What follows belongs to an exercise in optimizing a design on an open flow for small area; a production flow would make more cautious choices. In this exercise RTL edits were held to simulation tests only and were not proved equivalent to the original. Power is estimated from default activity; no workload was simulated.

==> trial 69: inputs <==
## zig_sampler
module zig_sampler (
  input  logic        clk,
  input  logic        rst_n,
  input  logic        u_valid,
  output logic        u_ready,
  input  logic [39:0] u_data,
  output logic [6:0]  rect_idx,
  input  logic [17:0] rmost_coord,
  input  logic [31:0] wedge_bound_ratio,
  output logic        z_valid,
  input  logic        z_ready,
  output logic [18:0] z_data,
  output logic        slow_valid,
  input  logic        slow_ready,
  output logic [6:0]  slow_idx,
  output logic [31:0] slow_frac,
  output logic        slow_sign,
  output logic [15:0] acc_cnt,
  output logic [15:0] rej_cnt
);
  logic        s1_valid_r;
  logic [6:0]  s1_idx_r;
  logic [31:0] s1_frac_r;
  logic        s1_sign_r;
  logic        z_valid_r;
  logic [17:0] z_hi_r;     
  logic        z_c_r;      
  logic        z_neg_r;    
  logic [15:0] acc_cnt_r;
  logic [15:0] rej_cnt_r;
  logic        slow_valid_r;
  logic [6:0]  slow_idx_r;
  logic [31:0] slow_frac_r;
  logic        slow_sign_r;
  logic        accept_s, z_free_s, slow_free_s, advance_s, acc_adv_s, rej_adv_s, u_ready_s, fire_s;
  logic [18:0] z_neg_s;
  logic        c32_s;
  logic [17:0] hi_s;
  logic [344:0] ppn;
  logic [9:0] cn;
  logic [254:0] fs, fc;
  logic [7:0] hs, hc;
  logic [49:0] ma, mb;
  logic [7:0] bo_s, bt_s, bn_s;
  assign bo_s[0] = rmost_coord[0] ^ 1'b0;
  assign bt_s[0] = (rmost_coord[1] & ~rmost_coord[0] & ~1'b0) | (~rmost_coord[1] & rmost_coord[0] & 1'b0);
  assign bn_s[0] = rmost_coord[1];
  assign ppn[0] = ~(bo_s[0] & s1_frac_r[0]);
  assign ppn[1] = ~(bn_s[0] & ~(bo_s[0] & s1_frac_r[0]));
  zig_bsel u_bs2 (.one(bo_s[0]), .two(bt_s[0]), .neg(bn_s[0]), .x1(s1_frac_r[1]), .x0(s1_frac_r[0]), .pn(ppn[2]));
  zig_bsel u_bs3 (.one(bo_s[0]), .two(bt_s[0]), .neg(bn_s[0]), .x1(s1_frac_r[2]), .x0(s1_frac_r[1]), .pn(ppn[3]));
  zig_bsel u_bs4 (.one(bo_s[0]), .two(bt_s[0]), .neg(bn_s[0]), .x1(s1_frac_r[3]), .x0(s1_frac_r[2]), .pn(ppn[4]));
  zig_bsel u_bs5 (.one(bo_s[0]), .two(bt_s[0]), .neg(bn_s[0]), .x1(s1_frac_r[4]), .x0(s1_frac_r[3]), .pn(ppn[5]));
  zig_bsel u_bs6 (.one(bo_s[0]), .two(bt_s[0]), .neg(bn_s[0]), .x1(s1_frac_r[5]), .x0(s1_frac_r[4]), .pn(ppn[6]));
  ...
Settings: LEC_CHECK=0, CAP_MARGIN=20, CORE_MARGIN=2, CORE_UTILIZATION=55, CTS_BUF_LIST=sky130_fd_sc_hd__clkbuf_8, PLACE_DENSITY=0.65, SLEW_MARGIN=20, SYNTH_HIERARCHICAL=1; clock period 9.0 ns.
standard.sh (not shown) runs the stock make flow with config.mk's settings and CLKGATE_MAP_FILE= SYNTH_SCRIPT=/design/flow/synth_recipe.tcl, a recipe that flattens the netlist after the stock synthesis.
==> flow/flow/run.sh <==
#!/bin/bash
# Own flow: the standard synthesis, an area-oriented re-mapping of its combinational cells
# (registers untouched), then the standard layout with buf_1 as the port buffer and a
# clock tree of clkbuf_8 without dummy loads.
set -euo pipefail
W=$(pwd)
R=$W/orfs/results/$FLOW_PLATFORM/zig_sampler/base
YOSYS=$FLOW_HOME/../tools/install/yosys/bin/yosys
LIB=$FLOW_HOME/platforms/$FLOW_PLATFORM/lib/sky130_fd_sc_hd__tt_025C_1v80.lib

bash standard.sh synth > "$W/1_standard_synth.log" 2>&1
cp "$R/1_2_yosys.v" "$W/1_2_yosys_standard.v"

REMAP_LIB=$LIB REMAP_IN=$W/1_2_yosys_standard.v REMAP_OUT=$R/1_2_yosys.v REMAP_TOP=$FLOW_TOP \
  REMAP_SCRIPT=$W/flow/area.abc "$YOSYS" -c "$W/flow/remap.tcl" > "$W/2_remap.log" 2>&1
rm -f "$R/1_synth.odb" "$R/1_synth.sdc"

bash standard.sh "BUFFER_PORTS_ARGS=-buffer_cell sky130_fd_sc_hd__buf_1" \
  "CTS_ARGS=-sink_clustering_enable -repair_clock_nets -buf_list sky130_fd_sc_hd__clkbuf_8 -dont_use_dummy_load" \
  finish > "$W/3_standard_layout.log" 2>&1
==> flow/flow/area.abc <==
strash
&get -n
&deepsyn -I 10 -J 3
&put
dc2
dch -f
amap
topo
==> flow/flow/remap.tcl <==
# Re-map the combinational standard cells of the standard synthesis for area.
# Registers, full/half adders and tie cells are kept as they are (same instances, same names).
yosys -import
set lib $::env(REMAP_LIB)
read_liberty -ignore_miss_func -ignore_miss_dir $lib
read_verilog -overwrite $::env(REMAP_IN)
hierarchy -top $::env(REMAP_TOP)
foreach pat {sky130_fd_sc_hd__df* sky130_fd_sc_hd__edf* sky130_fd_sc_hd__sdf* sky130_fd_sc_hd__fa_* sky130_fd_sc_hd__ha_* sky130_fd_sc_hd__conb_*} {
  catch { setattr -mod -set keep_hierarchy 1 $pat }
}
flatten
opt_clean -purge
abc -liberty $lib -script $::env(REMAP_SCRIPT) -dont_use sky130_fd_sc_hd__lpflow_* -dont_use sky130_fd_sc_hd__probe*
opt_clean -purge
hilomap -singleton -hicell sky130_fd_sc_hd__conb_1 HI -locell sky130_fd_sc_hd__conb_1 LO
setattr -mod -unset keep_hierarchy
select $::env(REMAP_TOP)
stat -liberty $lib
write_verilog -noattr -noexpr -nohex -nodec -selected $::env(REMAP_OUT)
==> trial 39: changes against trial 69 <==
==> flow/flow/area.abc (replaced) <==
strash
&get -n
&deepsyn -I 10 -J 3
&put
dc2
dch -f
amap
topo
buffer -N 40 -G 1000 -S 800
topo
--- a/flow/config.mk
+++ b/flow/config.mk
@@ -7,8 +7,8 @@
 export LEC_CHECK = 0
 export CAP_MARGIN = 20
 export CORE_MARGIN = 2
-export CORE_UTILIZATION = 55
+export CORE_UTILIZATION = 60
 export CTS_BUF_LIST = sky130_fd_sc_hd__clkbuf_8
-export PLACE_DENSITY = 0.65
+export PLACE_DENSITY = 0.7
 export SLEW_MARGIN = 20
 export SYNTH_HIERARCHICAL = 1
==> trial 72: changes against trial 69 <==
==> flow/flow/area.abc (replaced) <==
strash
&get -n
&deepsyn -I 10 -J 3
&put
dc2
dch -f
amap
topo
buffer -N 40 -G 1000 -S 800
topo
==> notes <==
Trial 69 finished with timing, DRC and antenna clean. Trial 72 ran to the end with no violations. Trial 39 completed without violations. In count of clock-buffer cells in the layout, trial 69 and trial 72 do not differ. The lowest worst setup slack belongs to trial 69, the highest to trial 39. Utilization: trial 39 > trial 69 > trial 72. Sequential power is about the same in trial 39 and trial 72. In critical path depth, trial 72 and trial 39 do not differ. In trial 72 the register-to-register slack is lower than in trial 69, by 0.05 ns. The highest wire length belongs to trial 72, the lowest to trial 39. Die area: trial 39 < trial 69 < trial 72.
==> figures <==
Initial core utilization: trial 72 55.6%; trial 69 55.5%; trial 39 61.0%
Maximum clock rate: trial 72 119 MHz; trial 69 118 MHz; trial 39 119 MHz
Post-route clock period utilization: trial 72 93.5%; trial 69 94.5%; trial 39 93.5%
Worst EP arrival: trial 72 6.62 ns; trial 69 6.70 ns; trial 39 6.61 ns
Fillers: trial 72 2465; trial 69 2525; trial 39 2133
Fraction of area in registers: trial 72 21.5%; trial 69 21.5%; trial 39 21.6%
Area of combinational cells with multiple inputs: trial 72 0.0118 mm²; trial 69 0.0117 mm²; trial 39 0.0118 mm²
Outcome: trial 72 finished clean; trial 69 finished clean; trial 39 finished clean
Insertion delay of the later-clocked pin in the worst-skew pair: trial 72 0.47 ns; trial 69 0.49 ns; trial 39 0.48 ns
Combinational share of power: trial 72 75.6%; trial 69 76.2%; trial 39 75.4%
Clock network power: trial 72 0.000378 W; trial 69 0.000373 W; trial 39 0.000407 W
Non-Filler Instances: trial 72 2364; trial 69 2374; trial 39 2309
Post-synthesis area per instance: trial 72 9.34 µm²; trial 69 9.31 µm²; trial 39 9.34 µm²
Count of routing violations after the opening detailed-route iteration: trial 72 1688; trial 69 1940; trial 39 2015
Pin count of the biggest net entering global routing: trial 72 50; trial 69 53; trial 39 65
Horizontal die dimension: trial 72 174 µm; trial 69 174 µm; trial 39 167 µm
Overall track demand over capacity in global routing: trial 72 36.1%; trial 69 36.3%; trial 39 38.5%
Comb group: trial 72 0.00432 W; trial 69 0.00446 W; trial 39 0.00435 W

---

==> 03-27: inputs <==
Another version of the RTL of zig_sampler (not shown whole).
export LEC_CHECK = 0
export CAP_MARGIN = 20
export CORE_MARGIN = 2
export CORE_UTILIZATION = 55
export CTS_BUF_LIST = sky130_fd_sc_hd__clkbuf_8
export PLACE_DENSITY = 0.65
export SLEW_MARGIN = 20
export SYNTH_HIERARCHICAL = 1
create_clock -name core_clock -period 9.0 [get_ports {clk}]
==> flow/flow/area.abc <==
strash
&get -n
&deepsyn -I 10 -J 3
&put
dc2
dch -f
amap
topo
Scripts as last shown in full above: flow/flow/run.sh, flow/flow/remap.tcl
==> inputs of 01-08, as changes to 03-27 <==
==> flow/flow/area.abc (replaced) <==
strash
dch
amap
topo
==> summary.txt <==
01-08 passed the timing, design-rule and antenna checks. 03-27 ran to the end with no violations. In 03-27 the core utilization is higher than in 01-08, by 0.92 points. In 03-27 the die area is lower than in 01-08, by 1.2%. Flip-flop and latch count is the same in 01-08 and 03-27. Design area: 01-08 is larger than 03-27 (0.66%). Clock-buffer cell count is the same in 01-08 and 03-27. Against 01-08, the worst hold slack of 03-27 is better by 0.0033 ns.
==> figures <==
                                                                         01-08                    03-27
R2r worst-path depth                                                        28                       43
Worst Hold Launch                                                  s1_idx_r[4]              s1_idx_r[6]
Run status                                             complete, no violations  complete, no violations
Cell area after placement                                          18,200 um^2              18,000 um^2
Nets in the synthesized netlist                                          2,214                    2,207
Global routing usage on met2                                             0.581                    0.556
Logic depth of the worst setup path including buffers                       30                       35
Die Area                                                           31,300 um^2              31,000 um^2
Post-Route Utilization                                                   0.622                    0.632
Final standard cell area without fillers                           18,400 um^2              18,300 um^2
Multi-input gate share of total cell area                                0.670                    0.663
Number of well taps                                                        390                      384
Multi-input gate area in the final layout                          12,300 um^2              12,100 um^2
Fraction of met1 tracks used by global routing                           0.496                    0.494

[static timing again, ports no longer ideal]
No port has a modelled driver above. Below, the same layouts with a new extraction and two added sets of constraints. Step 1 assumes that a clkbuf_16 drives the clock port and a buf_2 every other input. Step 2 adds t to the input delays and takes it off the output delays; t is the mean of the earliest and latest rising clock arrival at the registers after step 1. Input paths then give back, and output paths get back, about the clock's delay inside the block. Three values: ideal ports, drivers, drivers and shift; two values: the first two.
| run | t, ns | setup slack, ns | worst slew at a driven data input, ns | pins driven straight from the clock port |
|---|---|---|---|---|
| trial 69 | 0.514 | 0.498 / 0.479 / 0.236 | 0.07 | 1 |
| trial 39 | 0.502 | 0.587 / 0.564 / 0.193 | 0.09 | 1 |
| trial 72 | 0.496 | 0.582 / 0.562 / 0.362 | 0.10 | 1 |
| 03-27 | 0.508 | 0.798 / 0.803 / 0.295 | 0.07 | 1 |
| 01-08 | 0.526 | 0.939 / 0.968 / 0.441 | 0.10 | 1 |
After both steps setup and hold are still met in every run listed. The setup slack of 03-27, which loses most, moves by +0.005 ns with the drivers and by -0.503 ns with both steps.
